What follows belongs to an exercise in optimizing a design on an open flow for small area and a short achievable clock period; a production flow would make more cautious choices. At most, simulation tests tie the RTL to the original design; equivalence was not proved. Function not checked in runs 4 and 5: the RTL went through the layout flow alone. Power and IR drop assume default switching activity.

$ cat design/flow/run.sh
#!/bin/bash
# synth_recipe.tcl (not shown) runs the flow's synth.tcl, then flattens the netlist and writes it again
# the make line also repeats each setting of config.mk as NAME=value (left out here)
make -C /OpenROAD-flow-scripts/flow DESIGN_CONFIG=/design/flow/config.mk WORK_HOME=/design/flow/orfs CLKGATE_MAP_FILE= SYNTH_SCRIPT=/design/flow/synth_recipe.tcl finish
$ cat design/flow/config.mk
export PLATFORM = sky130hd
export DESIGN_NAME = riscv_trace_buffer
export DESIGN_NICKNAME = riscv_trace_buffer
export VERILOG_FILES = /design/flow/design.v
export SDC_FILE = /design/flow/constraint.sdc
export NUM_CORES = 4
export LEC_CHECK = 0
export CAP_MARGIN = 20
export CORE_MARGIN = 2
export CORE_UTILIZATION = 60
export CTS_CLUSTER_DIAMETER = 80
export CTS_CLUSTER_SIZE = 30
export SETUP_SLACK_MARGIN = 3.0
export SLEW_MARGIN = 20
$ cat design/flow/constraint.sdc
create_clock -name core_clock -period 5.5 [get_ports {clk}]
set_input_delay 1.1000 -clock core_clock [delete_from_list [all_inputs] [get_ports {clk}]]
set_output_delay 1.1000 -clock core_clock [all_outputs]
set_load 0.01 [all_outputs]
$ cat design/flow/design.v
package riscv_dbg_pkg;
  typedef enum logic [1:0] {
    ST_IDLE  = 2'd0,
    ST_ARMED = 2'd1,
    ST_POST  = 2'd2,
    ST_DONE  = 2'd3
  } trace_state_t;
  localparam logic MODE_STOP_FULL = 1'b0;
  localparam logic MODE_RING_TRIG = 1'b1;
  function automatic integer entry_w(input integer xlen, input integer num_regs);
    entry_w = xlen * (2 + num_regs);
  endfunction
endpackage
module trace_ram #(
  parameter int ROWS  = 14,
  parameter int WIDTH = 192,
  parameter int TAP0  = 6,
  parameter int NSEL  = 8
) (
  input  logic             clk,
  input  logic [WIDTH-1:0] wdata,
  input  logic             hold_stage,
  input  logic             shift,
  input  logic [NSEL-1:0]  sel,
  input  logic             hold,
  output logic [WIDTH-1:0] stage,
  output logic [WIDTH-1:0] rdata
);
  logic [WIDTH-1:0] pick;
  logic [WIDTH-1:0] mem [ROWS];
  always_ff @(posedge clk) begin
    if (!hold_stage) begin
      stage <= wdata;
    end
  end
  always_ff @(posedge clk) begin
    if (shift) begin
      mem[0] <= stage;
      for (int i = 1; i < ROWS; i++) begin
        mem[i] <= mem[i-1];
      end
    end
  end
  always_comb begin
    pick = {WIDTH{hold}} & rdata;
    for (int i = 0; i < NSEL; i++) begin
      pick = pick | ({WIDTH{sel[i]}} & mem[TAP0 + i]);
    end
  end
  always_ff @(posedge clk) begin
    rdata <= pick;
  end
endmodule
module riscv_trace_buffer #(
  parameter int XLEN       = 32,
  parameter int NUM_REGS   = 4,
  parameter int DEPTH      = 16,
  parameter int POST_DEPTH = 8
) (
  input  logic                     clk,
  input  logic                     reset,
  input  logic [XLEN-1:0]          pc_dbg,
  input  logic [XLEN-1:0]          instr_dbg,
  input  logic [NUM_REGS*XLEN-1:0] regs_dbg,
  input  logic                     arm,
  input  logic                     clear,
  input  logic                     mode,
  input  logic                     trig_en,
  input  logic [XLEN-1:0]          trig_pc,
  output logic                     busy,
  output logic                     triggered,
  output logic                     wrapped,
  output logic                     rd_valid,
  input  logic                     rd_ready,
  output logic [XLEN-1:0]          rd_pc,
  output logic [XLEN-1:0]          rd_instr,
  output logic [NUM_REGS*XLEN-1:0] rd_regs,
  output logic                     rd_last
);
  localparam int AW = $clog2(DEPTH);
  localparam int CW = AW + 1;
  localparam int EW = riscv_dbg_pkg::entry_w(XLEN, NUM_REGS);
  localparam logic [CW-1:0] DEPTH_C = CW'(DEPTH);
  localparam logic [CW-1:0] POST_C  = CW'(POST_DEPTH);
  localparam logic [CW-1:0] ONE_C   = CW'(1);
  localparam logic [CW-1:0] TWO_C   = CW'(2);
  localparam int TAP0 = POST_DEPTH - 2;
  localparam int NSEL = DEPTH - 2 - TAP0;
  logic          armed_q, post_q, busy_i, done_i, mode_q, first_q, cap_q, gd;
  logic [CW-1:0] count, post_cnt, rd_left;
  logic [NSEL-1:0] osel_q;
  logic [NSEL-1:0] rs_q, rsel;
  logic          hb_q, ld, rhold;
  logic          idle, cnt_full, gd_cap, last_pop;
  logic [CW-1:0] cnt_inc;
  logic [NSEL-1:0] osel_trig;
  logic          chg, teq, cap, fire, gdone, pop, start;
  logic          shift;
  logic [EW-1:0] wdata, stage, rdata;
  logic [XLEN-1:0] pc_q;
  assign idle     = !busy_i && !done_i;
  assign cnt_full = (count == DEPTH_C);
  assign cnt_inc  = cnt_full ? count : count + ONE_C;
  assign gd_cap   = mode_q ? (post_q && (post_cnt == TWO_C)) : (cnt_inc == DEPTH_C - ONE_C);
  assign last_pop = (rd_left == ONE_C);
  always_comb begin
    osel_trig = '0;
    if (count >= CW'(NSEL - 1)) osel_trig[NSEL-1] = 1'b1;
    else                        osel_trig[count[$clog2(NSEL)-1:0]] = 1'b1;
  end
  assign pc_q  = stage[XLEN-1:0];
  assign chg   = (pc_dbg != pc_q);
  assign teq   = trig_en && (pc_dbg == trig_pc);
  assign cap   = busy_i && (first_q || chg);
  assign fire  = cap && armed_q && mode_q && teq;
  assign gdone = cap && gd;
  assign pop   = done_i && rd_ready;
  assign start = idle && arm;
  always_ff @(posedge clk or posedge reset) begin
    if (reset) begin
      armed_q   <= 1'b0;
      post_q    <= 1'b0;
      busy_i    <= 1'b0;
      done_i    <= 1'b0;
      busy      <= 1'b0;
      rd_valid  <= 1'b0;
      rd_last   <= 1'b0;
      triggered <= 1'b0;
      wrapped   <= 1'b0;
    end else begin
      armed_q   <= !clear && (start || (armed_q && !fire && !gdone));
      post_q    <= !clear && (fire || (post_q && !gdone));
      busy_i    <= !clear && (start || (busy_i && !gdone));
      done_i    <= !clear && (gdone || (done_i && !(pop && last_pop)));
      busy      <= !clear && (start || (busy && !gdone));
      rd_valid  <= !clear && (gdone || (rd_valid && !(pop && last_pop)));
      rd_last   <= !clear && (gdone ? (cnt_inc == ONE_C)
                                    : (done_i && (pop ? (rd_left == TWO_C) : last_pop)));
      triggered <= !start && (triggered || fire);
      wrapped   <= !start && (wrapped || (cap && cnt_full));
    end
  end
  always_ff @(posedge clk) begin
    rd_left   <= clear ? '0 : gdone ? cnt_inc : pop ? rd_left - ONE_C : rd_left;
    mode_q    <= start ? mode : mode_q;
    first_q   <= start || (first_q && !cap);
    count     <= start ? '0 : cap ? cnt_inc : count;
    post_cnt  <= fire ? POST_C : (cap && post_q) ? post_cnt - ONE_C : post_cnt;
    osel_q    <= start ? NSEL'(1) << (NSEL - 1) : fire ? osel_trig : osel_q;
    gd        <= !start && !fire && (cap ? gd_cap : gd);
    cap_q     <= cap;
    rs_q      <= (cap || done_i) ? osel_q : {osel_q[NSEL-2:0], 1'b0};
    hb_q      <= !(cap || done_i) && osel_q[NSEL-1];
  end
  assign ld    = !done_i || rd_ready;
  assign rsel  = ld ? rs_q : '0;
  assign rhold = !ld || hb_q;
  assign shift = done_i ? rd_ready : cap_q;
  assign wdata = {regs_dbg, instr_dbg, pc_dbg};
  trace_ram #(
    .ROWS  (DEPTH - 2),
    .WIDTH (EW),
    .TAP0  (TAP0),
    .NSEL  (NSEL)
  ) u_ram (
    .clk        (clk),
    .wdata      (wdata),
    .hold_stage (done_i),
    .shift      (shift),
    .sel        (rsel),
    .hold       (rhold),
    .stage      (stage),
    .rdata      (rdata)
  );
  assign rd_pc    = rdata[XLEN-1:0];
  assign rd_instr = rdata[2*XLEN-1:XLEN];
  assign rd_regs  = rdata[EW-1:2*XLEN];
endmodule
==> impl_metrics.json, run 1 <==
{
  "status": "finished clean",
  "multiInputGateArea_sq_um": 10010,
  "synthFlopType": "edfxtp_1",
  "via_per_inst": 6.136,
  "synth_most_common_cell": "edfxtp_1",
  "start_kind": "input port",
  "p_comb_share_pct": 5.2,
  "crit_fanout": 8,
  "crit_path_end_kind": "flip-flop",
  "fmax_mhz": 406.6,
  "grt.total_usage_pct": 21.98,
  "tritoncts": "done",
  "period_minus_slack_ns": 2.460,
  "drtAntennaViolNets": 0,
  "p_seq_share_pct": 65.3,
  "synth_area_leaders": "edfxtp_1 (85%), dfxtp_1 (4.5%), a222oi_1 (1.9%)",
  "async_flop_share_pct": 0.2887,
  "drc": 0,
  "gp_congestion": 0.7666,
  "routed-via-count": 45570,
  "ys_seq_elements": 3117,
  "maxCapViolations": 0,
  "htree_levels": 4,
  "pin_count": 428,
  "cts_buffers": 138,
  "clock_sinks": 3117,
  "tightest_slew_ns": 1.097,
  "areaGrowthSynthToFinish_pct": 12.73,
  "start_util_pct": 60.30,
  "intPower_w": 0.03458,
  "synth.yosys.seq_area_share_pct": 89.53,
  "root_buffer": "clkbuf_16",
  "fin_area_sq_um": 114900,
  "antenna_found_initial": 9,
  "finalMaxSlewViolations": 0,
  "clk_pin_slew_ns": 0.11,
  "synth_nets": 4789,
  "p_clk_share_pct": 29.4,
  "holdBufCountCts": 0,
  "whs_ns": 0.4078,
  "p_switching_w": 0.009261,
  "netlist_area_sq_um": 102000,
  "synth_top_area_share_pct": 84.85,
  "timing.final.crit_share_pct": 44.72,
  "grt_pass1_vias": 44100,
  "drt_first_pass_iters": 6,
  "overflow": 0,
  "holdCritPathClass": "reg2reg",
  "yosysTopAreaCell": "edfxtp_1",
  "fp-row-count": 151,
  "grt_max_degree": 209,
  "place_area_sq_um": 109500,
  "drt_wl_total_microns": 195000,
  "cp.arrival_ns": 3.15,
  "synth_edf_count": 2881,
  "tns_ns": 0,
  "port_buffers": 427,
  "drtIter0Drc": 5851,
  "syn_inst": 4549,
  "nets": 5339,
  "syn_area_per_cell_sq_um": 22.41,
  "routedWlPerCell_microns": 26.25,
  "rsz0062_at_grt": "no",
  "dieArea_sq_um": 173200,
  "synth_cell_types": 58,
  "ys_warn_count": 3,
  "p_sw_share_pct": 21.12,
  "hold_violations": 0,
  "insertion_delay_ns": 0.83,
  "n_fill_cell": 10870,
  "utilization_pct": 67.97,
  "core-area_sq_um": 169100,
  "drive_gt1_share_pct": 15.62,
  "skew_ns": 0.03172,
  "maxSlewHeadroom_pct": 26.90,
  "critical_path_required_ns": 6.19,
  "clk_path_buf_depth": 3,
  "dp_hpwl_microns": 103700,
  "critical_path_class": "in2reg",
  "yosys-top-cells-count": "edfxtp_1 (2881), dfxtp_1 (227), a222oi_1 (192), a22o_1 (192), a221oi_1 (182)",
  "p_leak_nw": 38.30,
  "ir_worst_vdd_mv": 0.3318,
  "finalSetupViolCount": 0,
  "grt_first_pass_wirelength_microns": 282000,
  "chipHeight_microns": 416.2,
  "chipWidth_microns": 416.2,
  "power-per-cell-area_nw_per_um2": 381.4,
  "regArea_sq_um": 91570
}
## kinds of logic (layout without fill, tap and decap cells)
family / after synthesis / count (layout) / synth area share, %
buffers and inverters: 214 / 856 / 0.9007
AOI/OAI and AO/OA: 808 / 808 / 7.178
DFF: 3117 / 3117 / 89.53
and+or+nand+nor: 309 / 324 / 1.455
adders and majority gates: 9 / 9 / 0.1104
muxes: 20 / 20 / 0.2098
other: 0 / 2 / 0
xor gates and xnor gates: 72 / 72 / 0.6185
## metal layers
layer  vias to the layer above  wire [microns]  global-route usage [%]
met5                         -               0                       0
met4                         0            5881                   6.921
met3                       225           12950                   3.795
met2                      1636           94850                   35.07
met1                     23510           81280                   31.54
li1                      20190               -                       -
## repair_timing
| item | in CTS | in global routing |
|---|---|---|
| gates cloned | 14 | 4 |
| gates resized for setup | 1172 | 51 |
| setup buffers | 46 | 13 |
| pin swaps | 17 | 14 |
| setup endpoints to repair | 2714 | 1105 |
## final timing paths
check / startpoint / to / slack, ns / cells past startpoint
max in group asynchronous: reset / done_i / 4.65 / 2
hold / removal: u_ram.mem[4][158] / u_ram.mem[5][158] / 0.41 / 0
min in group asynchronous: reset / rd_last / 0.56 / 2
setup / recovery: pc_dbg[20] / rs_q[7] / 3.04 / 8
setup reg to reg: done_i / u_ram.mem[3][60] / 3.07 / 6
hold reg to reg: u_ram.mem[4][158] / u_ram.mem[5][158] / 0.41 / 0
## cells in the final DEF (no fill, tap or decap), types with 65 or more instances in the layout
master / count
edfxtp_1: 2881
clkdlybuf4s50_1: 201
a222oi_1: 192
a22o_1: 192
a221oi_1: 181
clkbuf_16: 149
dfxtp_2: 128
nand2_1: 125
buf_4: 123
buf_2: 112
nand3_1: 109
a22oi_1: 96
a221o_1: 96
buf_6: 78
dfxtp_1: 65
## worst max-delay path, stage by stage
cell and delay (ns):
clkdlybuf4s50_1 0.48, xor2_1 0.21, nor3_2 0.20, nand3_1 0.09, buf_4 0.17, o31ai_4 0.28, and2_4 0.27, mux2_1 0.34
## flip-flops by register name, summed over array words and instances, names as in the netlist, 5 cells and up
register and count:
count 5, rs_q 8, u_ram.rdata 192, rd_left 5
u_ram.mem 2688, osel_q 8, u_ram.stage 192, post_cnt 5
## layout make-up
class	count	area share, %
diodes	2	0.004354
clock buffers	171	3.322
clock inverters	76	0.8284
inverters	15	0.05552
multi-input cells	1233	8.713
flip-flops and latches	3117	79.67
well taps	2218	2.414
repair buffers	594	4.989
## metrics by stage
step           setup WS (ns)  std cells  power (W)
2_1_floorplan         -38.79       4549    0.03226
3_3_place_gp           1.449       7100    0.03140
3_5_place_dp           1.409       7100    0.03150
4_1_cts                2.972       7407    0.04428
5_1_grt                2.990       7425    0.04529
6_report               3.040       7426    0.04384
## power by group through the flow
stage | Combinational, W | Clock (W) | Sequential (W)
finish | 0.00229 | 0.0129 | 0.0286
global route | 0.00247 | 0.0140 | 0.0288
CTS | 0.00232 | 0.0133 | 0.0287
detailed placement | 0.00239 | 0 | 0.0291
global placement | 0.00235 | 0 | 0.0291
floorplan | 0.000960 | 0 | 0.0313
==> run 2: changes to the inputs <==
--- a/design/flow/config.mk
+++ b/design/flow/config.mk
@@ -11,4 +11,4 @@
 export CTS_CLUSTER_DIAMETER = 80
 export CTS_CLUSTER_SIZE = 30
-export SETUP_SLACK_MARGIN = 3.0
+export SETUP_SLACK_MARGIN = 3.4
 export SLEW_MARGIN = 20
==> impl_metrics.json, run 2 <==
{
  "hold_start": "u_ram.mem[4][158]",
  "cts_buffers": 138,
  "clk_path_buf_depth": 3,
  "root_buffer": "clkbuf_16",
  "max_stage_delay_ns": 0.41,
  "chipWidth_microns": 416.2,
  "yosysTopAreaCell": "edfxtp_1",
  "synthFlopType": "edfxtp_1",
  "netlist_area_sq_um": 102000,
  "worst-path-buf-inv": 1,
  "hold_violations": 0,
  "holdPathStages": 0,
  "syn_area_per_cell_sq_um": 22.41,
  "drtAntennaViolNets": 0,
  "ys_seq_elements": 3117,
  "tightest_slew_ns": 0.8226,
  "start_util_pct": 60.30,
  "skew_ns": 0.03106,
  "start_kind": "flip-flop",
  "grt_pass1_vias": 46510,
  "synth.yosys.seq_area_share_pct": 89.53,
  "port_buffers": 427,
  "chipHeight_microns": 416.2,
  "syn_inst": 4549,
  "top_register": "u_ram.mem",
  "drtIter0Drc": 7448,
  "grt_max_degree": 111,
  "period_minus_slack_ns": 2.456,
  "clock_sinks": 3117,
  "core-area_sq_um": 169100,
  "synth_area_leaders": "edfxtp_1 (85%), dfxtp_1 (4.5%), a222oi_1 (1.9%)",
  "tritoncts": "done",
  "routedWlPerCell_microns": 30.91,
  "finalMaxSlewViolations": 0,
  "synth_edf_count": 2881,
  "gp_congestion": 0.7666,
  "pin_count": 428,
  "maxSlewHeadroom_pct": 45.08,
  "holdCritPathClass": "reg2reg",
  "async_flop_share_pct": 0.2887,
  "timing.final.crit_share_pct": 44.65,
  "n_fill_cell": 9418,
  "layout_commonest_cell": "edfxtp_1",
  "rsz0062_at_grt": "yes",
  "crit_family": "flip-flops",
  "grt.total_usage_pct": 26.12,
  "fp-row-count": 151,
  "synth_cell_types": 58,
  "fmax_mhz": 407.2,
  "clk_pin_slew_ns": 0.11,
  "biggestRegsByFlops": "u_ram.mem (2688), u_ram.rdata (192), u_ram.stage (192)",
  "crit_fanout": 2,
  "regToRegSetupSlack_ns": 3.12,
  "synth_top_area_share_pct": 84.85,
  "nets": 5804,
  "synth_most_common_cell": "edfxtp_1",
  "rr_worst_depth": 6,
  "ys_warn_count": 3,
  "drt_wl_total_microns": 244000,
  "p_leak_nw": 43.29,
  "drc": 0,
  "areaGrowthSynthToFinish_pct": 24.36,
  "critical_path_required_ns": 4.40,
  "htree_levels": 4,
  "via_per_inst": 6.383,
  "largest_register_ffs": 2688,
  "status": "finished clean",
  "maxCapViolations": 0,
  "dp_hpwl_microns": 103700,
  "drive_gt1_share_pct": 26.75,
  "dieArea_sq_um": 173200,
  "grt_first_pass_wirelength_microns": 323800,
  "finalSetupViolCount": 0,
  "antenna_found_initial": 11,
  "reg2reg_from": "u_ram.stage[30]",
  "tns_ns": 0,
  "cp.arrival_ns": 1.36,
  "r2r-end": "rs_q[7]",
  "final_cell_mix": "edfxtp_1 (2881), buf_6 (286), clkbuf_16 (232)",
  "ir_worst_vdd_mv": 0.3388,
  "power-per-cell-area_nw_per_um2": 358.1,
  "synth_nets": 4789,
  "routed-via-count": 50390,
  "whs_endpoint": "u_ram.mem[5][158]",
  "critical_path_class": "reg2out",
  "drt_first_pass_iters": 9,
  "overflow": 0,
  "whs_ns": 0.4127,
  "yosys-top-cells-count": "edfxtp_1 (2881), dfxtp_1 (227), a222oi_1 (192), a22o_1 (192), a221oi_1 (182)",
  "crit_path_end_kind": "primary output",
  "crit_chain": "buf_6",
  "slowest_stage": "dfxtp_4",
  "timing.final.ws_setup_ns": 3.044,
  "post-place-ws_ns": 1.409,
  "insertion_delay_ns": 0.84
}
[run 2: changes by cell type in the layout (fill, tap and decap cells not counted), moves of 12 or more]
cell | previous run | this run
dfxtp_4 | 34 | 60
buf_12 | 46 | 100
dfxtp_1 | 65 | 33
clkbuf_16 | 149 | 232
a221oi_4 | 0 | 18
dlygate4sd2_1 | 11 | 23
buf_6 | 78 | 286
buf_16 | 3 | 163
buf_8 | 1 | 41
a221oi_2 | 11 | 145
buf_2 | 112 | 7
a221oi_1 | 181 | 29
and2_4 | 14 | 29
[run 2: final cells by class]
cell class	instances	area [sq um]	share of cell area [%]
flip-flops and latches	3117	91680	72.30
clock inverters	76	952.2	0.7509
repair buffers	1045	15940	12.57
clock buffers	171	3819	3.012
inverters	15	72.57	0.05723
diodes	5	12.51	0.009868
multi-input cells	1247	11550	9.109
well taps	2218	2775	2.189
[run 2: metal layers]
metal	global-route usage, %	vias to the layer above	part of all wire [%]
li1	-	21280	-
met1	38.66	26200	40
met2	41.65	2617	48
met3	3.561	294	8.6
met4	7.193	0	2.7
met5	0	-	0
[run 2: how the worst max path moves through the flow]
stage,cells after the start,start,end
2_1_floorplan,1,done_i,u_ram.mem[0][0]
3_3_place_gp,8,rd_ready,u_ram.rdata[117]
3_5_place_dp,8,rd_ready,u_ram.rdata[95]
4_1_cts,1,u_ram.rdata[77],rd_regs[13]
5_1_grt,1,wrapped,wrapped
6_report,1,u_ram.rdata[75],rd_regs[11]
[run 2: worst reg2reg max path: stages (launching register included)]
cell	delay, ns
edfxtp_1	0.45
xor2_1	0.20
nor4_2	0.36
nand4_2	0.23
o31ai_4	0.41
and2_4	0.29
mux2_4	0.32
[run 2: kinds of logic after synthesis]
logic type / after synthesis / share of synthesized area [%]
multiplexers: 20 / 0.2098
AND/OR/NAND/NOR: 309 / 1.455
flip-flops: 3117 / 89.53
buffers and inverters: 214 / 0.9007
adder cells (fa/ha/maj): 9 / 0.1104
AO/OA/AOI/OAI: 808 / 7.178
XOR/XNOR: 72 / 0.6185
[run 2: report_power, final]
part	internal (W)	switching, W
Clock	0.00581	0.00725
Combinational	0.00186	0.00172
Sequential	0.0278	0.000912
[run 2: stage by stage]
| step | total power (W) | instance area, sq um | utilization (%) | cells |
|---|---|---|---|---|
| floorplan | 0.03226 | 102000 | - | 4549 |
| global placement | 0.03140 | 109500 | 64.76 | 7100 |
| detailed placement | 0.03150 | 109500 | 64.76 | 7100 |
| CTS | 0.04509 | 122200 | 72.27 | 7699 |
| global route | 0.04670 | 126800 | 74.98 | 7891 |
| finish | 0.04541 | 126800 | 74.99 | 7894 |
[run 2: timing repair]
action / in CTS / in global routing
pin swaps: 142 / 227
cloned: 143 / 123
setup endpoints to repair: 3165 / 1721
hold buffers: 0 / 0
resized for setup: 1817 / 301
setup buffers: 209 / 67
==> run 3: changes to the inputs <==
--- a/design/flow/config.mk
+++ b/design/flow/config.mk
@@ -11,4 +11,4 @@
 export CTS_CLUSTER_DIAMETER = 80
 export CTS_CLUSTER_SIZE = 30
-export SETUP_SLACK_MARGIN = 3.4
+export SETUP_SLACK_MARGIN = 3.2
 export SLEW_MARGIN = 20
==> impl_metrics.json, run 3 <==
{
  "root_buffer": "clkbuf_16",
  "yosys-top-cells-count": "edfxtp_1 (2881), dfxtp_1 (227), a222oi_1 (192), a22o_1 (192), a221oi_1 (182)",
  "p_comb_share_pct": 6.0,
  "syn_inst": 4549,
  "insertion_delay_ns": 0.83,
  "antenna_found_initial": 7,
  "p_sw_share_pct": 21.16,
  "clk_pin_slew_ns": 0.11,
  "nets": 5402,
  "gp_congestion": 0.7666,
  "holdCritPathClass": "reg2reg",
  "place_area_sq_um": 109500,
  "chipHeight_microns": 416.2,
  "drt_first_pass_iters": 9,
  "instances_no_fill": 7488,
  "status": "finished clean",
  "tns_ns": 0,
  "port_buffers": 427,
  "synth_most_common_cell": "edfxtp_1",
  "whs_ns": 0.4059,
  "power-per-cell-area_nw_per_um2": 378.2,
  "ys_seq_elements": 3117,
  "maxSlewHeadroom_pct": 43.62,
  "final_cell_mix": "edfxtp_1 (2881), buf_6 (212), clkdlybuf4s50_1 (197)",
  "intPower_w": 0.03490,
  "start_util_pct": 60.30,
  "async_flop_share_pct": 0.2887,
  "fp-row-count": 151,
  "synthFlopType": "edfxtp_1",
  "cts_buffers": 138,
  "ys_warn_count": 3,
  "routed-via-count": 46000,
  "worst-path-buf-inv": 1,
  "biggestRegsByFlops": "u_ram.mem (2688), u_ram.rdata (192), u_ram.stage (192)",
  "drc": 0,
  "cp.arrival_ns": 1.34,
  "synth.yosys.seq_area_share_pct": 89.53,
  "p_leak_nw": 39.00,
  "syn_area_per_cell_sq_um": 22.41,
  "ir_worst_vdd_mv": 0.3310,
  "htree_levels": 4,
  "clock_sinks": 3117,
  "tritoncts": "done",
  "synth_nets": 4789,
  "skew_ns": 0.03484,
  "placed_cells": 7100,
  "hold_violations": 0,
  "pin_count": 428,
  "grt_max_degree": 209,
  "layout_commonest_cell": "edfxtp_1",
  "timing.final.crit_share_pct": 44.31,
  "drive_gt1_share_pct": 18.03,
  "grt.total_usage_pct": 22.33,
  "start_kind": "flip-flop",
  "p_seq_share_pct": 64.8,
  "fmax_mhz": 410.4,
  "largest_register_ffs": 2688,
  "grt_first_pass_wirelength_microns": 285300,
  "drt_wl_total_microns": 200700,
  "n_fill_cell": 10640,
  "maxCapViolations": 0,
  "routedWlPerCell_microns": 26.81,
  "overflow": 0,
  "rsz0062_at_grt": "yes",
  "slowest_stage": "dfrtp_1",
  "synth_cell_types": 58,
  "areaGrowthSynthToFinish_pct": 14.77,
  "crit_family": "flip-flops",
  "crit_fanout": 2,
  "crit_path_end_kind": "primary output",
  "period_minus_slack_ns": 2.437,
  "tightest_slew_ns": 0.8458,
  "chipWidth_microns": 416.2,
  "synth_edf_count": 2881,
  "yosysTopAreaCell": "edfxtp_1",
  "dp_hpwl_microns": 103700,
  "grt_pass1_vias": 44290,
  "fin_area_sq_um": 117000,
  "crit_chain": "buf_2",
  "synth_area_leaders": "edfxtp_1 (85%), dfxtp_1 (4.5%), a222oi_1 (1.9%)",
  "p_switching_w": 0.009364,
  "drtAntennaViolNets": 0,
  "clk_path_buf_depth": 3,
  "finalSetupViolCount": 0,
  "max_stage_delay_ns": 0.40,
  "finalMaxSlewViolations": 0,
  "drtIter0Drc": 5847,
  "critical_path_required_ns": 4.40,
  "critical_path_class": "reg2out",
  "synth_top_area_share_pct": 84.85,
  "top_register": "u_ram.mem",
  "p_clk_share_pct": 29.2,
  "netlist_area_sq_um": 102000,
  "dieArea_sq_um": 173200,
  "via_per_inst": 6.142,
  "core-area_sq_um": 169100
}
## run 3: layout make-up
cell class                 count  area [sq um]  share of cell area, %
antenna                        1         2.502               0.002138
clock buffer                 171          3819                  3.263
clock inverter                76         952.2                 0.8137
inverter                      15         68.82                0.05881
multi-input combinational   1235         10220                  8.730
sequential                  3117         91680                  78.34
tap                         2218          2775                  2.371
timing repair buffer         655          7511                  6.418
## run 3: repair_timing
action / 4_1_cts / 5_1_grt
gates resized for setup: 1436 / 91
gates cloned: 22 / 18
pin swaps: 23 / 31
setup buffers: 82 / 18
hold buffers: 0 / 0
setup endpoints to repair: 3038 / 1533
## run 3: cells by family (layout without fill, tap and decap cells)
logic type,Yosys count,count (layout),share of synthesized area [%]
AO/OA/AOI/OAI,808,808,7.178
XOR/XNOR,72,72,0.6185
adder cells (fa/ha/maj),9,9,0.1104
buffers and inverters,214,917,0.9007
flip-flops,3117,3117,89.53
multiplexers,20,20,0.2098
other,0,1,0
AND/OR/NAND/NOR,309,326,1.455
## run 3: metrics by stage
step	utilization, %	setup WS, ns	total power (W)
after floorplan	-	-38.79	0.03226
after global placement	64.76	1.449	0.03140
after detailed placement	64.76	1.409	0.03150
after CTS	68.66	2.972	0.04460
after global routing	69.21	2.987	0.04570
final	69.21	3.063	0.04426
## run 3: power groups by stage
stage / clock network, W / logic [W] / registers, W
after floorplan: 0 / 0.000960 / 0.0313
after global placement: 0 / 0.00235 / 0.0291
after detailed placement: 0 / 0.00239 / 0.0291
after CTS: 0.0133 / 0.00259 / 0.0287
after global routing: 0.0140 / 0.00284 / 0.0289
final: 0.0129 / 0.00264 / 0.0287
## run 3: layer usage
metal | track usage (%) | part of all wire [%] | vias up
met2 | 35.56 | 49 | 1602
li1 | - | - | 20330
met1 | 31.94 | 42 | 23820
met3 | 3.939 | 6.8 | 239
met4 | 7.297 | 3.1 | 0
met5 | 0 | 0 | -
## run 3: path summary, 6_finish.rpt
path / from / end / slack, ns / depth (start not counted)
worst max register to register: u_ram.stage[28] / osel_q[7] / 3.22 / 9
worst min-delay path: u_ram.mem[4][158] / u_ram.mem[5][158] / 0.41 / 0
worst min register to register: u_ram.mem[4][158] / u_ram.mem[5][158] / 0.41 / 0
min in group asynchronous: reset / rd_last / 0.55 / 2
max in group asynchronous: reset / done_i / 4.65 / 2
worst max-delay path: triggered / triggered / 3.06 / 1
==> run 4: changes to the inputs <==
--- a/design/flow/design.v
+++ b/design/flow/design.v
@@ -89,5 +89,6 @@
   logic          armed_q, post_q, busy_i, done_i, mode_q, first_q, cap_q, gd;
   logic [CW-1:0] count, post_cnt, rd_left;
-  logic [NSEL-1:0] osel_q;
+  logic [NSEL-1:0] osel_q, tsel_q;
+  logic          fire_q;
   logic [NSEL-1:0] rs_q, rsel;
   logic          hb_q, ld, rhold;
@@ -146,7 +147,9 @@
     first_q   <= start || (first_q && !cap);
     count     <= start ? '0 : cap ? cnt_inc : count;
-    post_cnt  <= fire ? POST_C : (cap && post_q) ? post_cnt - ONE_C : post_cnt;
-    osel_q    <= start ? NSEL'(1) << (NSEL - 1) : fire ? osel_trig : osel_q;
-    gd        <= !start && !fire && (cap ? gd_cap : gd);
+    post_cnt  <= !post_q ? POST_C : cap ? post_cnt - ONE_C : post_cnt;
+    fire_q    <= fire;
+    tsel_q    <= osel_trig;
+    osel_q    <= start ? NSEL'(1) << (NSEL - 1) : fire_q ? tsel_q : osel_q;
+    gd        <= !start && (cap ? gd_cap : gd);
     cap_q     <= cap;
     rs_q      <= (cap || done_i) ? osel_q : {osel_q[NSEL-2:0], 1'b0};
==> impl_metrics.json, run 4 <==
{
  "power-per-cell-area_nw_per_um2": 378.9,
  "rr_worst_depth": 8,
  "grt.total_usage_pct": 22.22,
  "crit_chain": "buf_6",
  "rsz0062_at_grt": "yes",
  "tightest_slew_ns": 0.8707,
  "drt_wl_total_microns": 197700,
  "max_stage_delay_ns": 0.48,
  "overflow": 0,
  "insertion_delay_ns": 0.79,
  "finalMaxSlewViolations": 0,
  "largest_register_ffs": 2688,
  "finalSetupViolCount": 0,
  "grt_pass1_vias": 44340,
  "critical_path_class": "reg2out",
  "final_cell_mix": "edfxtp_1 (2881), buf_6 (221), a22o_1 (193)",
  "maxCapViolations": 0,
  "regToRegSetupSlack_ns": 3.12,
  "whs_endpoint": "u_ram.mem[6][26]",
  "areaGrowthSynthToFinish_pct": 14.57,
  "chipWidth_microns": 416.0,
  "skew_ns": 0.02427,
  "fmax_mhz": 401.2,
  "whs_ns": 0.4129,
  "crit_family": "flip-flops",
  "async_flop_share_pct": 0.2879,
  "routed-via-count": 46110,
  "regArea_sq_um": 91810,
  "synth_cell_types": 46,
  "fp-row-count": 151,
  "dp_hpwl_microns": 102300,
  "drive_gt1_share_pct": 18.09,
  "clk_path_buf_depth": 3,
  "synthFlopType": "edfxtp_1",
  "synth_most_common_cell": "edfxtp_1",
  "place_area_sq_um": 109400,
  "holdBufCountCts": 0,
  "timing.final.ws_setup_ns": 3.008,
  "chipHeight_microns": 416.0,
  "hold_violations": 0,
  "yosysTopAreaCell": "edfxtp_1",
  "gp_congestion": 0.7676,
  "core-area_sq_um": 169100,
  "p_leak_nw": 38.66,
  "yosys-top-cells-count": "edfxtp_1 (2881), dfxtp_1 (236), a22o_1 (193)",
  "ir_worst_vdd_mv": 0.2831,
  "drtAntennaViolNets": 0,
  "clk_pin_slew_ns": 0.10,
  "tns_ns": 0,
  "cp.arrival_ns": 1.39,
  "fin_area_sq_um": 116700,
  "tritoncts": "done",
  "port_buffers": 427,
  "clock_sinks": 3126,
  "synth_area_leaders": "edfxtp_1 (85%), dfxtp_1 (4.6%), a222oi_1 (1.9%)",
  "drc": 0,
  "antenna_found_initial": 7,
  "drtIter0Drc": 6296,
  "start_util_pct": 60.24,
  "crit_fanout": 2,
  "holdCritPathClass": "reg2reg",
  "post-place-ws_ns": 1.284,
  "pin_count": 428,
  "biggestRegsByFlops": "u_ram.mem (2688), u_ram.rdata (192), u_ram.stage (192)",
  "grt_first_pass_wirelength_microns": 284800,
  "grt_max_degree": 171,
  "htree_levels": 4,
  "synth_edf_count": 2881,
  "multiInputGateArea_sq_um": 10250,
  "maxSlewHeadroom_pct": 41.96,
  "nets": 5384,
  "top_register": "u_ram.mem",
  "synth_top_area_share_pct": 84.93,
  "ys_seq_elements": 3126,
  "slowest_stage": "dfrtp_2",
  "via_per_inst": 6.170,
  "worst-path-buf-inv": 1,
  "netlist_area_sq_um": 101900,
  "reg2reg_from": "u_ram.stage[9]",
  "r2r-end": "rs_q[2]",
  "routedWlPerCell_microns": 26.46,
  "root_buffer": "clkbuf_16",
  "start_kind": "flip-flop",
  "layout_commonest_cell": "edfxtp_1",
  "period_minus_slack_ns": 2.492,
  "syn_inst": 4553,
  "ys_warn_count": 3,
  "n_fill_cell": 10510,
  "synth_nets": 4793,
  "dieArea_sq_um": 173100,
  "syn_area_per_cell_sq_um": 22.37,
  "status": "finished clean",
  "critical_path_required_ns": 4.40,
  "synth.yosys.seq_area_share_pct": 89.79,
  "drt_first_pass_iters": 9,
  "timing.final.crit_share_pct": 45.32,
  "crit_path_end_kind": "primary output",
  "cts_buffers": 138,
  "holdPathStages": 0,
  "hold_start": "u_ram.mem[5][26]"
}
-- run 4: changes by cell type after synthesis, sizes merged, moves of 3 or more --
| cell | change |
|---|---|
| clkbuf | +35 |
| nand4 | -3 |
| xor2 | -3 |
| dfxtp | +9 |
| nand3 | +23 |
| or3 | +4 |
| a21oi | +3 |
| xnor2 | +4 |
| nand2 | -35 |
| buf | -34 |
| nor2 | +7 |
| a22oi | +25 |
| a221o | -25 |
| a211oi | +5 |
-- run 4: how the worst max path moves through the flow --
stage,from,endpoint,cells after the start
floorplan,done_i,u_ram.mem[0][0],2
global placement,pc_dbg[19],post_cnt[3],8
detailed placement,rd_ready,u_ram.rdata[78],6
CTS,triggered,triggered,1
global route,wrapped,wrapped,1
finish,wrapped,wrapped,1
-- run 4: cells by family after synthesis --
logic type | Yosys count | synth area share (%)
flops | 3126 | 89.79
buf+inv | 217 | 0.8181
xor+xnor | 73 | 0.6277
simple gates | 301 | 1.419
compound gates | 809 | 7.045
fa+ha+maj | 9 | 0.1106
mux | 18 | 0.1892
-- run 4: per-layer routing --
metal | GRT usage [%] | vias up | wire, microns
met5 | 0 | - | 41
met4 | 7.772 | 6 | 6885
met3 | 4.132 | 266 | 13860
met2 | 34.84 | 1756 | 94490
met1 | 31.95 | 23840 | 82420
li1 | - | 20240 | -
-- run 4: repair_timing --
item                       4_1_cts  5_1_grt
gates cloned                    20        9
setup buffers                   74       32
setup endpoints to repair     3145     1976
gates resized for setup       1538       93
pin swaps                       35       36
-- run 4: layout make-up --
class | instances | area share [%]
Timing Repair Buffer | 635 | 6.081
Clock buffer | 175 | 3.231
Multi-Input combinational cell | 1226 | 8.786
Inverter | 17 | 0.06754
Sequential cell | 3126 | 78.67
Antenna cell | 3 | 0.006433
Clock inverter | 73 | 0.7816
Tap cell | 2218 | 2.378
-- run 4: where the power goes --
part	leakage, nW	switching, W	internal, W
clock network	2.24	0.00705	0.00572
registers	29.5	0.000799	0.0279
logic	6.94	0.00147	0.00125
-- run 4: metrics by stage --
step / cells / util, % / total power (W)
floorplan: 4553 / - / 0.03240
global placement: 7087 / 64.68 / 0.03154
detailed placement: 7087 / 64.68 / 0.03163
CTS: 7429 / 68.53 / 0.04458
global route: 7471 / 69.01 / 0.04571
finish: 7473 / 69.02 / 0.04422
==> run 5: changes to the inputs <==
==> design/flow/flow/run.sh (new file) <==
#!/bin/bash
# Own layout flow: the standard ORFS flow (standard.sh, unchanged synthesis), with the port
# buffers made from a plain buffer cell instead of the one buffer_ports picks on its own, and
# the resizer allowed to swap cells across footprints. Every port still gets its buffer.
set -euo pipefail
cd "$(dirname "$0")/.."
bash standard.sh \
  "BUFFER_PORTS_ARGS=-buffer_cell sky130_fd_sc_hd__buf_2" \
  MATCH_CELL_FOOTPRINT=0 \
  finish > flow_standard.log 2>&1
==> design/flow/standard.sh (new file) <==
#!/bin/bash
# synth_recipe.tcl (not shown) runs the flow's synth.tcl, then flattens the netlist and writes it again
# the make line also repeats each setting of config.mk as NAME=value (left out here)
make -C /OpenROAD-flow-scripts/flow DESIGN_CONFIG=/design/flow/config.mk WORK_HOME=/design/flow/orfs CLKGATE_MAP_FILE= SYNTH_SCRIPT=/design/flow/synth_recipe.tcl "${@:-finish}"
removed: design/flow/run.sh
==> impl_metrics.json, run 5 <==
{
  "start_kind": "flip-flop",
  "grt_max_degree": 163,
  "biggestRegsByFlops": "u_ram.mem (2688), u_ram.rdata (192), u_ram.stage (192)",
  "routed-via-count": 46240,
  "critical_path_class": "reg2out",
  "tns_ns": 0,
  "synth_top_area_share_pct": 84.93,
  "clk_pin_slew_ns": 0.11,
  "critical_path_required_ns": 4.40,
  "grtUsageMet2_pct": 36.28,
  "holdBufCountCts": 0,
  "fp-row-count": 151,
  "drc": 0,
  "slowest_stage": "dfrtp_1",
  "synth_simple_gate_area_share_pct": 1.419,
  "syn_inst": 4553,
  "ys_warn_count": 3,
  "place_area_sq_um": 107200,
  "synth_xor_area_share_pct": 0.6277,
  "met1_usage_pct": 33.15,
  "tightest_slew_ns": 0.8928,
  "max_stage_delay_ns": 0.44,
  "port_buffers": 427,
  "insertion_delay_ns": 0.82,
  "synth_edf_count": 2881,
  "drive_gt1_share_pct": 21.26,
  "grt.total_usage_pct": 22.70,
  "overflow": 0,
  "synth_cell_types": 46,
  "cts_buffers": 140,
  "drt_first_pass_iters": 6,
  "fin_area_sq_um": 115700,
  "clock_sinks": 3126,
  "power-per-cell-area_nw_per_um2": 383.6,
  "areaGrowthSynthToFinish_pct": 13.59,
  "start_util_pct": 60.24,
  "nets": 5374,
  "gp_congestion": 0.7715,
  "chipWidth_microns": 416.0,
  "hold_violations": 0,
  "routedWlPerCell_microns": 27.17,
  "timing.final.crit_share_pct": 45.78,
  "met3_usage_pct": 3.390,
  "dp_hpwl_microns": 103300,
  "grt_first_pass_wirelength_microns": 290000,
  "final_cell_mix": "edfxtp_1 (2881), buf_2 (229), buf_6 (219)",
  "crit_fanout": 2,
  "crit_family": "flip-flops",
  "crit_chain": "buf_6",
  "grt_pass1_vias": 44370,
  "synth_area_leaders": "edfxtp_1 (85%), dfxtp_1 (4.6%), a222oi_1 (1.9%)",
  "drtIter0Drc": 6200,
  "instances_no_fill": 7461,
  "chipHeight_microns": 416.0,
  "utilization_pct": 68.43,
  "drtAntennaViolNets": 0,
  "antenna_found_initial": 8,
  "dieArea_sq_um": 173100,
  "htree_levels": 4,
  "finalSetupViolCount": 0,
  "ir_worst_vdd_mv": 0.3108,
  "synth_nets": 4793,
  "maxCapViolations": 0,
  "layout_commonest_cell": "edfxtp_1",
  "skew_ns": 0.02723,
  "fmax_mhz": 397.2,
  "period_minus_slack_ns": 2.518,
  "placed_cells": 7078,
  "grt_busiest_layer": "met2",
  "synth_compound_area_share_pct": 7.045,
  "maxSlewHeadroom_pct": 40.02,
  "holdCritPathClass": "in2async",
  "synthFlopType": "edfxtp_1",
  "via_per_inst": 6.198,
  "syn_area_per_cell_sq_um": 22.37,
  "synth_mux_area_share_pct": 0.1892,
  "ys_seq_elements": 3126,
  "top_register": "u_ram.mem",
  "root_buffer": "clkbuf_16",
  "rsz0062_at_grt": "yes",
  "synth.yosys.seq_area_share_pct": 89.79,
  "cp.arrival_ns": 1.42,
  "synth_top_family_by_area": "compound AO/OA/AOI/OAI gates",
  "power_w": 0.04439,
  "clk_path_buf_depth": 3,
  "tritoncts": "done",
  "async_flop_share_pct": 0.2879,
  "yosysTopAreaCell": "edfxtp_1",
  "drt_wl_total_microns": 202700,
  "crit_start": "triggered",
  "finalMaxSlewViolations": 0,
  "pin_count": 428,
  "worst-path-buf-inv": 1,
  "reg2reg_from": "u_ram.stage[17]",
  "crit_path_end_kind": "primary output",
  "synth_fa_ha_area_share_pct": 0.1106,
  "status": "finished clean",
  "n_fill_cell": 10620,
  "p_leak_nw": 38.63,
  "yosys-top-cells-count": "edfxtp_1 (2881), dfxtp_1 (236), a22o_1 (193)",
  "synth_most_common_cell": "edfxtp_1",
  "largest_register_ffs": 2688,
  "core-area_sq_um": 169100,
  "netlist_area_sq_um": 101900
}
-- run 5: cell counts after synthesis --
No cell type changed its count.
-- run 5: per-stage QoR --
stage	hold slack [ns]	worst slack [ns]
global placement	0.4002	1.532
floorplan	0.4003	-38.81
detailed placement	0.4045	1.693
CTS	0.2315	2.904
global route	0.2808	2.924
finish	0.2965	2.982
-- run 5: logic make-up after synthesis --
family,after synthesis
flops,3126
compound gates,809
simple gates,301
buf+inv,217
xor+xnor,73
mux,18
fa+ha+maj,9
-- run 5: where the power goes --
group          total [W]  internal [W]  switching (W)  leakage (nW)
Combinational    0.00267       0.00118        0.00149          6.85
Clock             0.0130       0.00588        0.00712          2.31
Sequential        0.0287        0.0279       0.000799          29.5
-- run 5: metal layers --
metal	up-vias	part of all wire [%]	wire length, microns
met3	225	6.6	13380
met2	1719	49	98350
li1	20220	-	-
met4	4	2.7	5440
met1	24070	42	85520
met5	-	0.011	22
-- run 5: area by class of cell --
type | instances | area (sq um) | area share (%)
clock buffers | 167 | 3761 | 3.251
repair buffers | 625 | 6260 | 5.410
clock inverters | 82 | 1021 | 0.8824
diodes | 2 | 5.005 | 0.004325
flip-flops and latches | 3126 | 91790 | 79.33
multi-input cells | 1224 | 10020 | 8.660
well taps | 2218 | 2775 | 2.398
inverters | 17 | 71.32 | 0.06164
-- run 5: final timing paths --
check                           slack, ns                to  cells after the start
worst max-delay path                 2.98         triggered                      1
worst min-delay path                 0.30           rd_last                      2
worst max register to register       3.18           rs_q[5]                      8
worst min register to register       0.40  u_ram.mem[6][32]                      0
max in group asynchronous            4.84            done_i                      2
min in group core_clock              0.40  u_ram.mem[6][32]                      0
-- run 5: timing repair --
action / 4_1_cts / 5_1_grt
setup endpoints to repair: 2925 / 1637
cloned: 25 / 17
setup buffers: 62 / 28
resized for setup: 612 / 58
pin swaps: 31 / 14
==> run 6: changes to the inputs <==
--- a/design/flow/design.v
+++ b/design/flow/design.v
@@ -89,6 +89,5 @@
   logic          armed_q, post_q, busy_i, done_i, mode_q, first_q, cap_q, gd;
   logic [CW-1:0] count, post_cnt, rd_left;
-  logic [NSEL-1:0] osel_q, tsel_q;
-  logic          fire_q;
+  logic [NSEL-1:0] osel_q;
   logic [NSEL-1:0] rs_q, rsel;
   logic          hb_q, ld, rhold;
@@ -147,9 +146,7 @@
     first_q   <= start || (first_q && !cap);
     count     <= start ? '0 : cap ? cnt_inc : count;
-    post_cnt  <= !post_q ? POST_C : cap ? post_cnt - ONE_C : post_cnt;
-    fire_q    <= fire;
-    tsel_q    <= osel_trig;
-    osel_q    <= start ? NSEL'(1) << (NSEL - 1) : fire_q ? tsel_q : osel_q;
-    gd        <= !start && (cap ? gd_cap : gd);
+    post_cnt  <= fire ? POST_C : (cap && post_q) ? post_cnt - ONE_C : post_cnt;
+    osel_q    <= start ? NSEL'(1) << (NSEL - 1) : fire ? osel_trig : osel_q;
+    gd        <= !start && !fire && (cap ? gd_cap : gd);
     cap_q     <= cap;
     rs_q      <= (cap || done_i) ? osel_q : {osel_q[NSEL-2:0], 1'b0};
--- a/design/flow/flow/run.sh
+++ b/design/flow/flow/run.sh
@@ -6,5 +6,5 @@
 cd "$(dirname "$0")/.."
 bash standard.sh \
-  "BUFFER_PORTS_ARGS=-buffer_cell sky130_fd_sc_hd__buf_2" \
+  "BUFFER_PORTS_ARGS=-buffer_cell sky130_fd_sc_hd__buf_1" \
   MATCH_CELL_FOOTPRINT=0 \
   finish > flow_standard.log 2>&1
==> impl_metrics.json, run 6 <==
{
  "synth_area_leaders": "edfxtp_1 (85%), dfxtp_1 (4.5%), a222oi_1 (1.9%)",
  "drtAntennaViolNets": 0,
  "htree_levels": 4,
  "slowest_stage": "or3_4",
  "tns_ns": 0,
  "worst-path-buf-inv": 2,
  "grt_first_pass_wirelength_microns": 281700,
  "grt_max_degree": 186,
  "dp_hpwl_microns": 100900,
  "clk_pin_slew_ns": 0.10,
  "start_util_pct": 60.30,
  "tritoncts": "done",
  "drtIter0Drc": 6220,
  "antenna_found_initial": 6,
  "ys_seq_elements": 3117,
  "max_stage_delay_ns": 0.42,
  "syn_area_per_cell_sq_um": 22.41,
  "via_per_inst": 6.149,
  "drt_wl_total_microns": 196900,
  "power_w": 0.04397,
  "tightest_slew_ns": 1.004,
  "ir_worst_vdd_mv": 0.3639,
  "maxSlewHeadroom_pct": 33.05,
  "holdBufCountCts": 0,
  "synth_most_common_cell": "edfxtp_1",
  "hold_violations": 0,
  "period_minus_slack_ns": 2.419,
  "fmax_mhz": 413.4,
  "finalMaxSlewViolations": 0,
  "timing.final.crit_share_pct": 43.98,
  "chipHeight_microns": 416.2,
  "drc": 0,
  "crit_start": "pc_dbg[6]",
  "critical_path_required_ns": 6.18,
  "final_cell_mix": "edfxtp_1 (2881), buf_1 (229), buf_6 (212)",
  "cts_buffers": 138,
  "fp-row-count": 151,
  "clock_sinks": 3117,
  "multiInputGateArea_sq_um": 10080,
  "drive_gt1_share_pct": 17.32,
  "n_fill_cell": 10810,
  "rr_worst_depth": 8,
  "power-per-cell-area_nw_per_um2": 381.9,
  "routed-via-count": 46040,
  "chipWidth_microns": 416.2,
  "dieArea_sq_um": 173200,
  "grt_pass1_vias": 43860,
  "synth.yosys.seq_area_share_pct": 89.53,
  "reg2reg_from": "u_ram.stage[23]",
  "top_register": "u_ram.mem",
  "drt_first_pass_iters": 8,
  "cp.arrival_ns": 3.10,
  "gp_congestion": 0.7577,
  "insertion_delay_ns": 0.79,
  "regToRegSetupSlack_ns": 3.12,
  "r2r-end": "rs_q[7]",
  "port_buffers": 427,
  "crit_family": "simple AND/OR/NAND/NOR gates",
  "layout_commonest_cell": "edfxtp_1",
  "critical_path_class": "in2reg",
  "yosys-top-cells-count": "edfxtp_1 (2881), dfxtp_1 (227), a222oi_1 (192), a22o_1 (192), a221oi_1 (182)",
  "pin_count": 428,
  "skew_ns": 0.02228,
  "netlist_area_sq_um": 102000,
  "synth_cell_types": 58,
  "yosysTopAreaCell": "edfxtp_1",
  "synth_nets": 4789,
  "crit_fanout": 8,
  "clk_path_buf_depth": 3,
  "core-area_sq_um": 169100,
  "largest_register_ffs": 2688,
  "synthFlopType": "edfxtp_1",
  "finalSetupViolCount": 0,
  "crit_path_end_kind": "flip-flop",
  "biggestRegsByFlops": "u_ram.mem (2688), u_ram.rdata (192), u_ram.stage (192)",
  "status": "finished clean",
  "crit_chain": "buf_1 -> xnor2_1 -> nand4_1 -> or3_4 -> o31ai_4 -> buf_12 -> and2_4 -> mux2_1",
  "maxCapViolations": 0,
  "synth_top_area_share_pct": 84.85,
  "regArea_sq_um": 91600,
  "areaGrowthSynthToFinish_pct": 12.92,
  "grt.total_usage_pct": 21.89,
  "root_buffer": "clkbuf_16",
  "path_depth": 8,
  "synth_edf_count": 2881,
  "start_kind": "input port",
  "nets": 5397,
  "syn_inst": 4549,
  "routedWlPerCell_microns": 26.30,
  "overflow": 0,
  "ys_warn_count": 3,
  "async_flop_share_pct": 0.2887,
  "rsz0062_at_grt": "yes",
  "crit_end": "rs_q[7]",
  "holdCritPathClass": "in2async",
  "p_leak_nw": 38.14
}
run 6: kinds of logic (layout without fill, tap and decap cells):
kind of cell / count (synthesis) / in the layout / share of synthesized area [%]
compound gates: 808 / 808 / 7.178
xor+xnor: 72 / 72 / 0.6185
fa+ha+maj: 9 / 9 / 0.1104
buf+inv: 214 / 917 / 0.9007
flops: 3117 / 3117 / 89.53
mux: 20 / 20 / 0.2098
other cells: 0 / 4 / 0
simple gates: 309 / 322 / 1.455
run 6: layer usage:
metal	vias up	global-route usage (%)	share of wire, %
met4	2	6.083	2.7
met2	1669	35.04	48
met1	23850	31.76	42
met3	219	3.646	6.7
met5	-	0	0.0061
li1	20290	-	-
run 6: through the flow:
| stage | area, sq um | instances | setup slack, ns | utilization (%) | hold WS (ns) |
|---|---|---|---|---|---|
| final | 115100 | 7487 | 3.081 | 68.09 | 0.2304 |
| after global routing | 115100 | 7485 | 3.004 | 68.08 | 0.2085 |
| after CTS | 114400 | 7434 | 3.021 | 67.66 | 0.1777 |
| after detailed placement | 106700 | 7083 | 1.897 | 63.11 | 0.4045 |
| after global placement | 106700 | 7083 | 2.011 | 63.11 | 0.4001 |
| after floorplan | 102000 | 4549 | -38.79 | - | 0.4003 |
run 6: how the worst min path moves through the flow:
stage                              endpoint  slack, ns  depth (start not counted)
after global placement    u_ram.mem[3][184]       0.40                          0
final                              rd_valid       0.23                          2
after detailed placement  u_ram.mem[0][112]       0.40                          0
after floorplan           u_ram.mem[0][100]       0.40                          0
after CTS                          rd_valid       0.18                          2
after global routing               rd_valid       0.21                          2
run 6: cell type report:
cell class | instances | area share [%]
Sequential cell | 3117 | 79.57
Inverter | 15 | 0.05543
Tap cell | 2218 | 2.410
Timing Repair Buffer | 654 | 5.139
Antenna cell | 4 | 0.008694
Clock buffer | 173 | 3.260
Clock inverter | 75 | 0.8075
Multi-Input combinational cell | 1231 | 8.753
run 6: repair_timing:
action	4_1_cts	5_1_grt
endpoints found under the hold margin	0	0
setup endpoints to repair	2790	2189
pin swaps	15	14
cloned	22	10
gates resized for setup	988	44
setup buffers	81	39
run 6: power by group:
group / switching, W / total (W) / leakage, nW / internal, W
Clock: 0.00708 / 0.0128 / 2.24 / 0.00567
Combinational: 0.00145 / 0.00258 / 6.49 / 0.00112
Sequential: 0.000793 / 0.0286 / 29.4 / 0.0278
Total: 0.00933 / 0.0440 / 38.1 / 0.0346
run 6: worst register-to-register path: cells and delay by family, from the launching register on:
family / cells / cell delay, ns
and+or+nand+nor: 3 / 0.79
AOI/OAI and AO/OA: 1 / 0.22
muxes: 1 / 0.34
DFF: 1 / 0.42
xor gates and xnor gates: 1 / 0.18
buffers and inverters: 2 / 0.32
==> run 7: changes to the inputs <==
--- a/design/flow/flow/run.sh
+++ b/design/flow/flow/run.sh
@@ -6,5 +6,5 @@
 cd "$(dirname "$0")/.."
 bash standard.sh \
-  "BUFFER_PORTS_ARGS=-buffer_cell sky130_fd_sc_hd__buf_1" \
+  "BUFFER_PORTS_ARGS=-buffer_cell sky130_fd_sc_hd__buf_2" \
   MATCH_CELL_FOOTPRINT=0 \
   finish > flow_standard.log 2>&1
--- a/design/flow/config.mk
+++ b/design/flow/config.mk
@@ -6,4 +6,5 @@
 export NUM_CORES = 4
 export LEC_CHECK = 0
+export ABC_AREA = 1
 export CAP_MARGIN = 20
 export CORE_MARGIN = 2
==> impl_metrics.json, run 7 <==
{
  "timing.final.ws_setup_ns": 3.033,
  "p_leak_nw": 42.49,
  "utilization_pct": 70.45,
  "met3_usage_pct": 4.202,
  "routed-via-count": 52190,
  "chipWidth_microns": 421.4,
  "crit_path_end_kind": "primary output",
  "root_buffer": "clkbuf_16",
  "areaGrowthSynthToFinish_pct": 16.87,
  "critical_path_class": "reg2out",
  "chipHeight_microns": 421.4,
  "via_per_inst": 6.045,
  "synth.yosys.seq_area_share_pct": 87.31,
  "post-place-ws_ns": 1.725,
  "synthFlopType": "edfxtp_1",
  "slowest_stage": "dfrtp_1",
  "drt_first_pass_iters": 6,
  "hold_violations": 0,
  "syn_area_per_cell_sq_um": 19.17,
  "crit_fanout": 2,
  "layout_commonest_cell": "edfxtp_1",
  "largest_register_ffs": 2688,
  "netlist_area_sq_um": 104500,
  "met1_usage_pct": 37.19,
  "power-per-cell-area_nw_per_um2": 400.1,
  "drtAntennaViolNets": 0,
  "routedWlPerCell_microns": 28.18,
  "async_flop_share_pct": 0.2887,
  "dieArea_sq_um": 177600,
  "period_minus_slack_ns": 2.467,
  "rsz0062_at_grt": "yes",
  "start_util_pct": 60.28,
  "holdCritPathClass": "in2async",
  "overflow": 0,
  "drt_wl_total_microns": 243300,
  "finalMaxSlewViolations": 0,
  "final_cell_mix": "edfxtp_1 (2881), nand2_1 (314), inv_1 (276)",
  "antennaDiodeCount": 0,
  "crit_family": "flip-flops",
  "drive_gt1_share_pct": 23.72,
  "crit_chain": "buf_2",
  "syn_inst": 5455,
  "gp_congestion": 0.8247,
  "tightest_slew_ns": 0.9246,
  "synth_nets": 5695,
  "drc": 0,
  "grt.total_usage_pct": 25.53,
  "fp-row-count": 153,
  "tritoncts": "done",
  "ys_seq_elements": 3117,
  "synth_most_common_cell": "edfxtp_1",
  "fmax_mhz": 405.4,
  "grt_max_degree": 127,
  "synth_top_area_share_pct": 82.75,
  "status": "finished clean",
  "core-area_sq_um": 173400,
  "cts_buffers": 141,
  "grtUsageMet2_pct": 40.95,
  "antenna_found_initial": 3,
  "clk_path_buf_depth": 3,
  "start_kind": "flip-flop",
  "drtIter0Drc": 6177,
  "htree_levels": 4,
  "synth_edf_count": 2881,
  "nets": 6441,
  "power_w": 0.04889,
  "synth_area_leaders": "edfxtp_1 (83%), dfxtp_1 (4.3%), a221oi_1 (1.7%)",
  "clock_sinks": 3117,
  "max_stage_delay_ns": 0.40,
  "maxCapViolations": 0,
  "synth_cell_types": 48,
  "timing.final.crit_share_pct": 44.85,
  "tns_ns": 0,
  "yosys-top-cells-count": "edfxtp_1 (2881), nand2_1 (339), a21oi_1 (307)",
  "grt_first_pass_wirelength_microns": 331100,
  "maxSlewHeadroom_pct": 38.36,
  "top_register": "u_ram.mem",
  "finalSetupViolCount": 0,
  "ys_warn_count": 3,
  "yosysTopAreaCell": "edfxtp_1",
  "whs_ns": 0.2087,
  "dp_hpwl_microns": 110000,
  "clk_pin_slew_ns": 0.11,
  "insertion_delay_ns": 0.83,
  "grt_busiest_layer": "met2",
  "biggestRegsByFlops": "u_ram.mem (2688), u_ram.rdata (192), u_ram.stage (192)",
  "ir_worst_vdd_mv": 0.3109,
  "port_buffers": 427,
  "pin_count": 428,
  "critical_path_required_ns": 4.40,
  "grt_pass1_vias": 49000,
  "worst-path-buf-inv": 1,
  "skew_ns": 0.02421,
  "cp.arrival_ns": 1.37
}
==> run 7: final cells by class <==
type	count	area [sq um]
Inverter	286	1310
Clock inverter	76	802.0
Multi-Input combinational cell	1846	12550
Clock buffer	174	3787
Fill cell	11020	51260
Sequential cell	3117	91620
Tap cell	2325	2909
Timing Repair Buffer	776	8746
Timing Repair inverter	33	454.2
==> run 7: stage by stage <==
| stage | area, sq um | std cells |
|---|---|---|
| 2_1_floorplan | 104600 | 5455 |
| 3_3_place_gp | 109800 | 8084 |
| 3_5_place_dp | 109800 | 8084 |
| 4_1_cts | 118900 | 8521 |
| 5_1_grt | 122200 | 8633 |
| 6_report | 122200 | 8633 |
==> run 7: final timing paths <==
check | from | to | slack [ns] | cells after the start
max in group asynchronous | reset | done_i | 4.99 | 2
max reg2reg | done_i | u_ram.mem[6][8] | 3.16 | 7
max | rd_valid | rd_valid | 3.03 | 1
min | reset | wrapped | 0.21 | 2
min reg2reg | u_ram.mem[3][92] | u_ram.mem[4][92] | 0.42 | 0
min in group core_clock | u_ram.mem[3][92] | u_ram.mem[4][92] | 0.42 | 0
==> run 7: layer usage <==
metal / vias up / wire (microns)
met3: 286 / 18700
met5: - / 0
met4: 0 / 6553
met2: 2140 / 116200
li1: 22770 / -
met1: 27000 / 101800
==> run 7: kinds of logic after synthesis <==
kind of cell / share of synthesized area (%)
AOI/OAI and AO/OA: 6.283
and+or+nand+nor: 3.949
xor gates and xnor gates: 0.3602
DFF: 87.31
buffers and inverters: 1.985
adders and majority gates: 0.1077
==> run 7: timing repair <==
action / CTS / global route
hold buffers: 0 / 0
gates resized for setup: 721 / 337
gates cloned: 75 / 53
pin swaps: 9 / 41
endpoints found under the setup margin: 3050 / 1562
setup buffers: 112 / 59
==> run 7: power breakdown <==
part / switching, W / internal [W]
registers: 0.00143 / 0.0294
logic: 0.00296 / 0.00233
clock network: 0.00720 / 0.00553
total: 0.0116 / 0.0373
==> run 8: changes to the inputs <==
--- a/design/flow/config.mk
+++ b/design/flow/config.mk
@@ -6,5 +6,4 @@
 export NUM_CORES = 4
 export LEC_CHECK = 0
-export ABC_AREA = 1
 export CAP_MARGIN = 20
 export CORE_MARGIN = 2
==> impl_metrics.json, run 8 <==
{
  "layout_commonest_cell": "edfxtp_1",
  "ir_worst_vdd_mv": 0.3432,
  "dp_hpwl_microns": 100600,
  "critical_path_class": "reg2out",
  "synth_top_area_share_pct": 84.85,
  "insertion_delay_ns": 0.80,
  "grt_max_degree": 204,
  "grt_first_pass_wirelength_microns": 282500,
  "critical_path_required_ns": 4.40,
  "gp_congestion": 0.7588,
  "r2r-end": "rs_q[4]",
  "holdBufCountCts": 0,
  "drive_gt1_share_pct": 21.55,
  "pin_count": 428,
  "yosysTopAreaCell": "edfxtp_1",
  "synth_edf_count": 2881,
  "core-area_sq_um": 169100,
  "syn_inst": 4549,
  "synth.yosys.seq_area_share_pct": 89.53,
  "synth_fa_ha_area_share_pct": 0.1104,
  "synth_most_common_cell": "edfxtp_1",
  "hold_violations": 0,
  "tritoncts": "done",
  "period_minus_slack_ns": 2.425,
  "regArea_sq_um": 91610,
  "top_register": "u_ram.mem",
  "drc": 0,
  "antenna_found_initial": 16,
  "rr_worst_depth": 6,
  "path_depth": 1,
  "reg2reg_from": "u_ram.stage[11]",
  "timing.final.ws_setup_ns": 3.075,
  "clock_sinks": 3117,
  "rsz0062_at_grt": "yes",
  "timing.final.crit_share_pct": 44.09,
  "grt_pass1_vias": 43580,
  "start_kind": "flip-flop",
  "power-per-cell-area_nw_per_um2": 379.7,
  "drtAntennaViolNets": 0,
  "synthFlopType": "edfxtp_1",
  "synth_simple_gate_area_share_pct": 1.455,
  "chipWidth_microns": 416.2,
  "syn_area_per_cell_sq_um": 22.41,
  "regToRegSetupSlack_ns": 3.15,
  "max_stage_delay_ns": 0.41,
  "n_fill_cell": 10730,
  "overflow": 0,
  "synth_area_leaders": "edfxtp_1 (85%), dfxtp_1 (4.5%), a222oi_1 (1.9%)",
  "crit_start": "wrapped",
  "synth_cell_types": 58,
  "p_leak_nw": 38.81,
  "tightest_slew_ns": 0.9536,
  "async_flop_share_pct": 0.2887,
  "maxSlewHeadroom_pct": 36.43,
  "drtIter0Drc": 6178,
  "routedWlPerCell_microns": 27.26,
  "holdCritPathClass": "in2async",
  "skew_ns": 0.02272,
  "finalSetupViolCount": 0,
  "port_buffers": 427,
  "dieArea_sq_um": 173200,
  "synth_xor_area_share_pct": 0.6185,
  "worst-path-buf-inv": 1,
  "fmax_mhz": 412.4,
  "crit_fanout": 2,
  "synth_nets": 4789,
  "htree_levels": 4,
  "multiInputGateArea_sq_um": 10070,
  "crit_chain": "buf_6",
  "cp.arrival_ns": 1.32,
  "slowest_stage": "dfrtp_1",
  "status": "finished clean",
  "fp-row-count": 151,
  "drt_wl_total_microns": 203900,
  "routed-via-count": 46300,
  "ys_warn_count": 3,
  "grt.total_usage_pct": 22.03,
  "drt_first_pass_iters": 8,
  "synth_mux_area_share_pct": 0.2098,
  "largest_register_ffs": 2688,
  "netlist_area_sq_um": 102000,
  "finalMaxSlewViolations": 0,
  "cts_buffers": 141,
  "synth_top_family_by_area": "compound AO/OA/AOI/OAI gates",
  "crit_path_end_kind": "primary output",
  "chipHeight_microns": 416.2,
  "maxCapViolations": 0,
  "tns_ns": 0,
  "biggestRegsByFlops": "u_ram.mem (2688), u_ram.rdata (192), u_ram.stage (192)",
  "final_cell_mix": "edfxtp_1 (2881), buf_2 (234), buf_6 (217)",
  "clk_pin_slew_ns": 0.11,
  "synth_compound_area_share_pct": 7.178,
  "root_buffer": "clkbuf_16",
  "start_util_pct": 60.30,
  "nets": 5396,
  "post-place-ws_ns": 1.621,
  "yosys-top-cells-count": "edfxtp_1 (2881), dfxtp_1 (227), a222oi_1 (192), a22o_1 (192), a221oi_1 (182)",
  "crit_end": "wrapped",
  "ys_seq_elements": 3117,
  "clk_path_buf_depth": 3,
  "crit_family": "flip-flops",
  "via_per_inst": 6.190,
  "areaGrowthSynthToFinish_pct": 13.27
}
==> run 8: logic make-up (layout without fill, tap and decap cells) <==
logic type	count (synthesis)	after routing
DFF	3117	3117
AOI/OAI and AO/OA	808	809
and+or+nand+nor	309	325
buffers and inverters	214	909
xor gates and xnor gates	72	72
muxes	20	20
adders and majority gates	9	9
other	0	2
==> run 8: worst min-delay path by stage <==
| stage | from | to | slack, ns | cells past startpoint |
|---|---|---|---|---|
| finish | reset | rd_last | 0.24 | 2 |
| global route | reset | rd_last | 0.24 | 2 |
| CTS | reset | rd_last | 0.20 | 2 |
| detailed placement | u_ram.stage[112] | u_ram.mem[0][112] | 0.40 | 0 |
| global placement | u_ram.mem[0][62] | u_ram.mem[1][62] | 0.40 | 0 |
| floorplan | u_ram.stage[100] | u_ram.mem[0][100] | 0.40 | 0 |
==> run 8: area by class of cell <==
type	instances	share of cell area [%]
Sequential cell	3117	79.32
Multi-Input combinational cell	1235	8.722
Timing Repair Buffer	646	5.511
Clock buffer	169	3.235
Tap cell	2218	2.403
Clock inverter	79	0.7400
Inverter	15	0.05959
Antenna cell	2	0.004334
==> run 8: timing repair <==
item	4_1_cts	5_1_grt
hold endpoints to repair	0	0
buffers inserted	68	35
endpoints found under the setup margin	2573	1181
gates cloned	22	28
resized for setup	603	42
pin swaps	15	16
==> run 8: power by group <==
part / total [W] / switching [W] / internal, W
combinational: 0.00257 / 0.00144 / 0.00113
clock: 0.0126 / 0.00708 / 0.00556
sequential: 0.0286 / 0.000804 / 0.0278
total: 0.0439 / 0.00932 / 0.0345
==> run 8: through the flow <==
step	std cells	hold slack, ns	power (W)	utilization, %	cell area [sq um]
after detailed placement	7078	0.4045	0.03111	63.36	107100
after floorplan	4549	0.4003	0.03226	-	102000
after CTS	7416	0.1999	0.04416	67.67	114400
after global routing	7479	0.2370	0.04527	68.29	115500
after global placement	7077	0.4001	0.03102	63.34	107100
final	7481	0.2447	0.04385	68.30	115500
==> run 8: layer usage <==
| layer | wire length, microns | global-route usage (%) | part of all wire, % | up-vias |
|---|---|---|---|---|
| li1 | - | - | - | 20280 |
| met1 | 86790 | 32.70 | 43 | 24080 |
| met2 | 98670 | 35.26 | 48 | 1751 |
| met3 | 14620 | 3.472 | 7.2 | 190 |
| met4 | 3838 | 4.869 | 1.9 | 0 |
| met5 | 0 | 0 | 0 | - |

## afterwards: timing with drivers on the ports
How much do the figures lean on ideal ports? The routed layouts below were timed once more, with nothing changed but the port constraints. Step 1 (the two cells are an assumption about what drives the block):
set clk [get_ports {clk}]
set_driving_cell -lib_cell sky130_fd_sc_hd__clkbuf_16 $clk
set_driving_cell -lib_cell sky130_fd_sc_hd__buf_2 [delete_from_list [all_inputs] $clk]
Step 2 also shifts input and output timing later by t, the mid clock arrival at the registers, as if the neighbouring blocks saw the same clock. Three values: ideal ports, drivers, drivers and shift; two values: the first two.
| run | shift t [ns] | setup WS [ns] | hold WS [ns] | slew at the worst register clock pin (ns) | cell pins on the clock port's net |
|---|---|---|---|---|---|
| run 1 | 0.900 | 3.040 / 2.972 / 2.203 | 0.408 / 0.408 / 0.408 | 0.11 / 0.11 | 1 |
| run 2 | 0.913 | 3.044 / 2.953 / 2.259 | 0.413 / 0.413 / 0.413 | 0.12 / 0.12 | 1 |
| run 3 | 0.900 | 3.063 / 2.972 / 2.322 | 0.406 / 0.406 / 0.406 | 0.11 / 0.11 | 1 |
| run 4 | 0.857 | 3.008 / 2.924 / 2.223 | 0.413 / 0.413 / 0.413 | 0.12 / 0.12 | 1 |
| run 5 | 0.895 | 2.982 / 2.896 / 2.319 | 0.296 / 0.237 / 0.403 | 0.11 / 0.11 | 1 |
| run 6 | 0.868 | 3.081 / 3.001 / 2.273 | 0.230 / 0.166 / 0.410 | 0.11 / 0.11 | 1 |
| run 7 | 0.911 | 3.033 / 2.940 / 2.529 | 0.209 / 0.133 / 0.416 | 0.11 / 0.11 | 1 |
| run 8 | 0.869 | 3.075 / 2.989 / 2.348 | 0.245 / 0.177 / 0.412 | 0.11 / 0.11 | 1 |
After both steps setup and hold are still met in every run listed. The setup slack of run 1, which loses most, moves by -0.068 ns with the drivers and by -0.837 ns with both steps.
